This is an optimization exercise on Yosys and OpenROAD, whose aim is small area and a short achievable clock period, not a production implementation. Where RTL was checked, it was by simulation tests only, not by an equivalence proof against the original. The flow treats the clock pin as an ideal source. Dropping or thinning the clock tree relies on that and would not hold on a real chip. Power is estimated from default activity; no workload was simulated.

==> flow/design.v (excerpt) <==
module core_top #(
  parameter int reset_pulse_cycles = 1048576
) (
  input  logic                          clk_74a,
  input  logic                          pll_core_locked,
  input  logic [core_pkg::bridge_w-1:0] bridge_addr,
  input  logic                          bridge_wr,
  input  logic [core_pkg::bridge_w-1:0] bridge_wr_data,
  input  logic [31:0]                   cont1_joy,
  input  logic [core_pkg::bridge_w-1:0] rtc_date,
  input  logic [core_pkg::bridge_w-1:0] rtc_time,
  input  logic [core_pkg::rgb_w-1:0]    rgb_in,
  input  logic                          de_in,
  input  logic                          vs_in,
  input  logic [core_pkg::chan_w-1:0]   snap_index,
  output logic                          core_reset,
  output logic [core_pkg::chan_w-1:0]   stick_x,
  output logic [core_pkg::chan_w-1:0]   stick_y,
  output logic [23:0]                   video_rgb,
  output logic                          video_de,
  output logic [core_pkg::rtc_w-1:0]    rtc_word
);
==> flow/config.mk <==
export PLATFORM = sky130hd
export DESIGN_NAME = core_top
export DESIGN_NICKNAME = core_top
export VERILOG_FILES = /design/flow/design.v
export SDC_FILE = /design/flow/constraint.sdc
export NUM_CORES = 4
export LEC_CHECK = 0
export CAP_MARGIN = 20
export CORE_MARGIN = 2
export CORE_UTILIZATION = 40
export SLEW_MARGIN = 20
==> flow/constraint.sdc <==
create_clock -name core_clock -period 18.0 [get_ports {clk_74a}]
set_input_delay 3.6000 -clock core_clock [delete_from_list [all_inputs] [get_ports {clk_74a}]]
set_output_delay 3.6000 -clock core_clock [all_outputs]
set_load 0.01 [all_outputs]
standard.sh (not shown) runs the stock make flow with config.mk's settings and CLKGATE_MAP_FILE= SYNTH_SCRIPT=/design/flow/synth_recipe.tcl, a recipe that flattens the netlist after the stock synthesis.
==> flow/flow/run.sh <==
#!/bin/bash
# The standard layout (standard.sh), with these changes to how it is made:
# - the ports get the smallest buffer (buf_1) instead of the delay buffer
#   buffer_ports picks by itself;
# - after synthesis, polar.py removes inverters between adder cells by
#   flipping full adders (a full adder is self-dual), without touching the
#   registers or changing the logic function;
# - after global placement, the gate that makes core_reset gets its own
#   buffer on pll_core_locked (clone_reset_buf.tcl), apart from the reset tree;
# - after clock tree synthesis, its 17-buffer H-tree is replaced by a root
#   buffer and leaf buffers over equal-size k-means groups of the registers, as many
#   groups (from 8) as keep the estimated clock-pin slew under 95 ps
#   (post_cts.tcl, manual_cts.tcl);
# - timing repair aims for 10.3 ns of setup slack, well beyond the 18 ns
#   constraint, so that it shortens the critical paths.
# - the constant outputs share the tie cells synthesis made, instead of one
#   tie cell per output (SKIP_REPAIR_TIE_FANOUT).
# The constraints (constraint.sdc) and everything else are the standard flow's.
set -eo pipefail
export BUFFER_PORTS_ARGS="-buffer_cell sky130_fd_sc_hd__buf_1"
export SETUP_SLACK_MARGIN=10.5
export SKIP_REPAIR_TIE_FANOUT=1
export CTS_ARGS="-sink_clustering_enable -repair_clock_nets -buf_list sky130_fd_sc_hd__clkbuf_8 -dont_use_dummy_load"
export POST_CTS_TCL=$PWD/flow/post_cts.tcl
export MCTS_LEAVES=8
export MCTS_SLEW_TARGET=0.095
export MCTS_LEAF=sky130_fd_sc_hd__clkbuf_8
export MCTS_ROOT=sky130_fd_sc_hd__clkbuf_8
RES=$PWD/orfs/results/sky130hd/core_top/base
bash standard.sh $RES/1_2_yosys.v 2>&1 | tee standard_0.log
python3 flow/polar.py $RES/1_2_yosys.v $RES/1_2_yosys.v 2>&1 | tee polar.log
bash standard.sh $RES/3_3_place_gp.odb 2>&1 | tee standard_1.log
CLONE_ODB=$RES/3_3_place_gp.odb openroad -no_init -exit flow/clone_reset_buf.tcl 2>&1 | tee clone.log
bash standard.sh 2>&1 | tee standard_2.log
Other scripts of this flow, unchanged in this note and not shown: flow/flow/clone_reset_buf.tcl, flow/flow/manual_cts.tcl, flow/flow/polar.py, flow/flow/post_cts.tcl
Then changed:
--- a/flow/flow/run.sh
+++ b/flow/flow/run.sh
@@ -21 +21 @@
-export SETUP_SLACK_MARGIN=10.5
+export SETUP_SLACK_MARGIN=10.8
Settings changed: TNS_END_PERCENT set to 0.
After rerunning: Cell count drops by 0.91%. Power drops by 2.1%. Worst hold slack is about the same.
Then changed:
--- a/flow/flow/run.sh
+++ b/flow/flow/run.sh
@@ -21 +21 @@
-export SETUP_SLACK_MARGIN=10.8
+export SETUP_SLACK_MARGIN=10.3
Settings changed: CORE_UTILIZATION 40 to 55, PLACE_DENSITY set to 0.8, TNS_END_PERCENT 0 to not set.
Outcome: Design area falls by 1.6%; routed wire length fell by 2.5%; combinational power rises by about 3%; cell count drops by 6.8%; setup slack gets worse by 0.11 ns; via count grows by 2.8%.
Then changed:
--- a/flow/flow/run.sh
+++ b/flow/flow/run.sh
@@ -21 +21 @@
-export SETUP_SLACK_MARGIN=10.3
+export SETUP_SLACK_MARGIN=10.5
Settings changed: CORE_UTILIZATION 55 to 40, PLACE_DENSITY 0.8 to not set, TNS_END_PERCENT set to 0.
Effect: Clock power is about the same; via count falls by 3.3%; total power falls by 1.0%; register-to-register slack improves by 0.26 ns; global-route usage falls by 5.6 points; routed wire length rises by 2.3%; critical path depth falls by 17; final area rises by 1.4%; utilization falls by 16 points; cell count rises by 7.5%; area after synthesis does not change.
No run of this note takes its clock network from TritonCTS; it comes from the design's own scripts or RTL.


core_top, a different RTL version from the one above (not shown whole).
For scale: ~110 flip-flops, ~300 I/O pins.
==> flow/config.mk <==
export PLATFORM = sky130hd
export DESIGN_NAME = core_top
export DESIGN_NICKNAME = core_top
export VERILOG_FILES = /design/flow/design.v
export SDC_FILE = /design/flow/constraint.sdc
export NUM_CORES = 4
export LEC_CHECK = 0
export CAP_MARGIN = 20
export CORE_MARGIN = 2
export CORE_UTILIZATION = 40
export SLEW_MARGIN = 20
==> flow/constraint.sdc <==
create_clock -name core_clock -period 18.0 [get_ports {clk_74a}]
set_input_delay 3.6000 -clock core_clock [delete_from_list [all_inputs] [get_ports {clk_74a}]]
set_output_delay 3.6000 -clock core_clock [all_outputs]
set_load 0.01 [all_outputs]
==> flow/flow/run.sh <==
#!/bin/bash
# Standard layout with the smallest buffer on the ports, and timing repair
# aiming for slack beyond the 18 ns constraint.
set -o pipefail
export BUFFER_PORTS_ARGS="-buffer_cell sky130_fd_sc_hd__buf_1"
export SETUP_SLACK_MARGIN=10.0
bash standard.sh 2>&1 | tee standard.log
Change:
==> flow/flow/run.sh (replaced) <==
#!/bin/bash
# Standard layout, but with the smallest buffer on the ports instead of the
# delay buffer buffer_ports picks by itself.
set -o pipefail
export BUFFER_PORTS_ARGS="-buffer_cell sky130_fd_sc_hd__buf_1"
bash standard.sh 2>&1 | tee standard.log
What happened:
- The new run completed with no timing, DRC or antenna violations
- power went down by 5.1%
- via count went down by 0.80%
- maximum frequency went down by 9.6%
- final area went down by 5.2%
- global-route usage went down by 0.85 points
- clock skew went down by 0.0031 ns
Function was not checked in any run of this note: the RTL went through the layout flow alone.


core_top, a different RTL version from the one above (not shown whole).
For scale: about 110 flip-flops, roughly 300 I/O pins.
==> flow/design.v (excerpt) <==
module core_top #(
  parameter int reset_pulse_cycles = 1048576
) (
  input  logic                          clk_74a,
  input  logic                          pll_core_locked,
  input  logic [core_pkg::bridge_w-1:0] bridge_addr,
  input  logic                          bridge_wr,
  input  logic [core_pkg::bridge_w-1:0] bridge_wr_data,
  input  logic [31:0]                   cont1_joy,
  input  logic [core_pkg::bridge_w-1:0] rtc_date,
  input  logic [core_pkg::bridge_w-1:0] rtc_time,
  input  logic [core_pkg::rgb_w-1:0]    rgb_in,
  input  logic                          de_in,
  input  logic                          vs_in,
  input  logic [core_pkg::chan_w-1:0]   snap_index,
  output logic                          core_reset,
  output logic [core_pkg::chan_w-1:0]   stick_x,
  output logic [core_pkg::chan_w-1:0]   stick_y,
  output logic [23:0]                   video_rgb,
  output logic                          video_de,
  output logic [core_pkg::rtc_w-1:0]    rtc_word
);
export LEC_CHECK = 0
export CAP_MARGIN = 20
export CORE_MARGIN = 2
export CORE_UTILIZATION = 40
export SLEW_MARGIN = 20
create_clock -name core_clock -period 18.0 [get_ports {clk_74a}]
==> flow/flow/run.sh <==
#!/bin/bash
# Standard layout with the smallest buffer on the ports, and timing repair
# aiming for slack beyond the 18 ns constraint.
set -o pipefail
export BUFFER_PORTS_ARGS="-buffer_cell sky130_fd_sc_hd__buf_1"
export SETUP_SLACK_MARGIN=10.6
bash standard.sh 2>&1 | tee standard.log
The first run finished with timing, DRC and antenna clean.
Edit:
==> flow/flow/run.sh (replaced) <==
#!/bin/bash
# Standard layout, but with the smallest buffer on the ports instead of the
# delay buffer buffer_ports picks by itself.
set -o pipefail
export BUFFER_PORTS_ARGS="-buffer_cell sky130_fd_sc_hd__buf_1"
bash standard.sh 2>&1 | tee standard.log
Result: Fmax falls by roughly a tenth; global-route usage came out lower by 1.6 points; total power came out lower by roughly a tenth; sequential share of layout area goes up by 2.2 points; via count decreases by a few percent; routed wire length drops by roughly a tenth.
Edit:
==> flow/flow/run.sh (replaced) <==
#!/bin/bash
# Standard layout with the smallest buffer on the ports, and timing repair
# aiming for slack beyond the 18 ns constraint.
set -o pipefail
export BUFFER_PORTS_ARGS="-buffer_cell sky130_fd_sc_hd__buf_1"
export SETUP_SLACK_MARGIN=10.0
bash standard.sh 2>&1 | tee standard.log
The changed run completed with no timing, DRC or antenna violations; setup slack improved by 800 ps; fmax rises by 10%; count of clock-buffer cells in the layout is unchanged; cell area rises by 1.6%; power rose by 1.8%; area after synthesis does not change; wire length climbs by 1.9%; non-clock buffer count came out higher by 9; flip-flop and latch count does not change; via count barely changes.
Function was not checked in any run of this note: the RTL went through the layout flow alone.


core_top with an RTL version that a note above also has.
Size in the first run: roughly 9300 sq um of cells after synthesis.
clock: 18.0 ns
lec_check: 0
cap_margin: 20
core_margin: 2
core_utilization: 40
slew_margin: 20
tns_end_percent: 0
==> flow/flow/run.sh <==
#!/bin/bash
# The standard layout (standard.sh), with these changes to how it is made:
# - the ports get the smallest buffer (buf_1) instead of the delay buffer
#   buffer_ports picks by itself;
# - after synthesis, polar.py removes inverters between adder cells by
#   flipping full adders (a full adder is self-dual), without touching the
#   registers or changing the logic function;
# - after global placement, the gate that makes core_reset gets its own
#   buffer on pll_core_locked (clone_reset_buf.tcl), apart from the reset tree;
# - after clock tree synthesis, its 17-buffer H-tree is replaced by a root
#   buffer and leaf buffers over equal-size k-means groups of the registers, as many
#   groups (from 8) as keep the estimated clock-pin slew under 95 ps
#   (post_cts.tcl, manual_cts.tcl);
# - timing repair aims for 10.3 ns of setup slack, well beyond the 18 ns
#   constraint, so that it shortens the critical paths.
# - the constant outputs share the tie cells synthesis made, instead of one
#   tie cell per output (SKIP_REPAIR_TIE_FANOUT).
# The constraints (constraint.sdc) and everything else are the standard flow's.
set -eo pipefail
export BUFFER_PORTS_ARGS="-buffer_cell sky130_fd_sc_hd__buf_1"
export SETUP_SLACK_MARGIN=10.3
export SKIP_REPAIR_TIE_FANOUT=1
export CTS_ARGS="-sink_clustering_enable -repair_clock_nets -buf_list sky130_fd_sc_hd__clkbuf_8 -dont_use_dummy_load"
export POST_CTS_TCL=$PWD/flow/post_cts.tcl
export MCTS_LEAVES=8
export MCTS_SLEW_TARGET=0.095
export MCTS_LEAF=sky130_fd_sc_hd__clkbuf_8
export MCTS_ROOT=sky130_fd_sc_hd__clkbuf_8
RES=$PWD/orfs/results/sky130hd/core_top/base
bash standard.sh $RES/1_2_yosys.v 2>&1 | tee standard_0.log
python3 flow/polar.py $RES/1_2_yosys.v $RES/1_2_yosys.v 2>&1 | tee polar.log
bash standard.sh $RES/3_3_place_gp.odb 2>&1 | tee standard_1.log
CLONE_ODB=$RES/3_3_place_gp.odb openroad -no_init -exit flow/clone_reset_buf.tcl 2>&1 | tee clone.log
bash standard.sh 2>&1 | tee standard_2.log
Other scripts of this flow, unchanged in this note and not shown: flow/flow/clone_reset_buf.tcl, flow/flow/manual_cts.tcl, flow/flow/polar.py, flow/flow/post_cts.tcl
The starting point completed with no timing, DRC or antenna violations.
Next try:
--- a/flow/flow/run.sh
+++ b/flow/flow/run.sh
@@ -12,6 +12,4 @@
 #   groups (from 8) as keep the estimated clock-pin slew under 95 ps
 #   (post_cts.tcl, manual_cts.tcl);
-# - timing repair aims for 10.3 ns of setup slack, well beyond the 18 ns
-#   constraint, so that it shortens the critical paths.
 # - the constant outputs share the tie cells synthesis made, instead of one
 #   tie cell per output (SKIP_REPAIR_TIE_FANOUT).
@@ -19,5 +17,5 @@
 set -eo pipefail
 export BUFFER_PORTS_ARGS="-buffer_cell sky130_fd_sc_hd__buf_1"
-export SETUP_SLACK_MARGIN=10.3
+export SETUP_SLACK_MARGIN=10.5
 export SKIP_REPAIR_TIE_FANOUT=1
 export CTS_ARGS="-sink_clustering_enable -repair_clock_nets -buf_list sky130_fd_sc_hd__clkbuf_8 -dont_use_dummy_load"
After rerunning:
- cell area climbs by about 1.7%
- global-route usage goes down by 0.26 points
- setup slack gains 0.16 ns
- first-iteration DRC count decreases by about 10%
- hold slack got worse by 0.0033 ns
- via count went up by 0.42%
- maximum frequency came out higher by about 2%
Next try:
--- a/flow/flow/run.sh
+++ b/flow/flow/run.sh
@@ -12,4 +12,6 @@
 #   groups (from 8) as keep the estimated clock-pin slew under 95 ps
 #   (post_cts.tcl, manual_cts.tcl);
+# - timing repair aims for 10.3 ns of setup slack, well beyond the 18 ns
+#   constraint, so that it shortens the critical paths.
 # - the constant outputs share the tie cells synthesis made, instead of one
 #   tie cell per output (SKIP_REPAIR_TIE_FANOUT).
@@ -17,5 +19,5 @@
 set -eo pipefail
 export BUFFER_PORTS_ARGS="-buffer_cell sky130_fd_sc_hd__buf_1"
-export SETUP_SLACK_MARGIN=10.5
+export SETUP_SLACK_MARGIN=10.3
 export SKIP_REPAIR_TIE_FANOUT=1
 export CTS_ARGS="-sink_clustering_enable -repair_clock_nets -buf_list sky130_fd_sc_hd__clkbuf_8 -dont_use_dummy_load"
Settings changed: TNS_END_PERCENT 0 to 10.
- The changed run completed without violations
- clock skew is lower by 0.0043 ns
- cell count went down slightly
- worst setup slack got worse by 0.16 ns
- total power drops slightly
- die area is unchanged
- sequential share of layout area climbs by 0.46 points
- routed wire length climbs slightly
- hold slack gets better by 0.0033 ns
- combinational power falls by a few percent
No run of this note takes its clock network from TritonCTS; it comes from the design's own scripts or RTL.

## separate check: timing with driven ports
How much do the figures lean on ideal ports? The routed layouts below were timed once more, with nothing changed but the port constraints.
Step 1 assumes that a clkbuf_16 drives the clock port and a buf_2 every other input.
Step 2 also shifts input and output timing later by t, the mid clock arrival at the registers, as if the neighbouring blocks saw the same clock.
Three values: ideal, step 1, step 2; two values: the first two.
run | shift t [ns] | setup slack, ns | worst setup path after step 2 | pins driven straight from the clock port
the first run of note 1 | 0.415 | 10.404 / 10.389 / 9.973 | input to register | 1
the second run of note 1 | 0.424 | 10.477 / 10.420 / 10.050 | input to register | 1
the third run of note 1 | 0.431 | 10.364 / 10.373 / 9.942 | input to register | 1
the fourth run of note 1 | 0.424 | 10.460 / 10.425 / 10.105 | input to register | 1
the first run of note 2 | 0.466 | 9.575 / 9.575 / 9.109 | input to register | 1
the second run of note 2 | 0.459 | 8.682 / 8.701 / 8.242 | input to register | 1
the first run of note 3 | 0.453 | 10.488 / 10.284 / 10.102 | input to register | 1
the second run of note 3 | 0.454 | 9.314 / 9.328 / 8.874 | input to register | 1
the third run of note 3 | 0.456 | 10.118 / 10.084 / 9.805 | input to register | 1
the first run of note 4 | 0.426 | 10.303 / 10.312 / 9.886 | input to register | 1
the second run of note 4 | 0.424 | 10.460 / 10.425 / 10.105 | input to register | 1
the third run of note 4 | 0.426 | 10.303 / 10.312 / 9.886 | input to register | 1
After both steps every run listed still meets setup and hold. For the first run of note 2, which loses most, drivers alone change the setup slack by 0.000 ns; drivers and shift together by -0.466 ns.
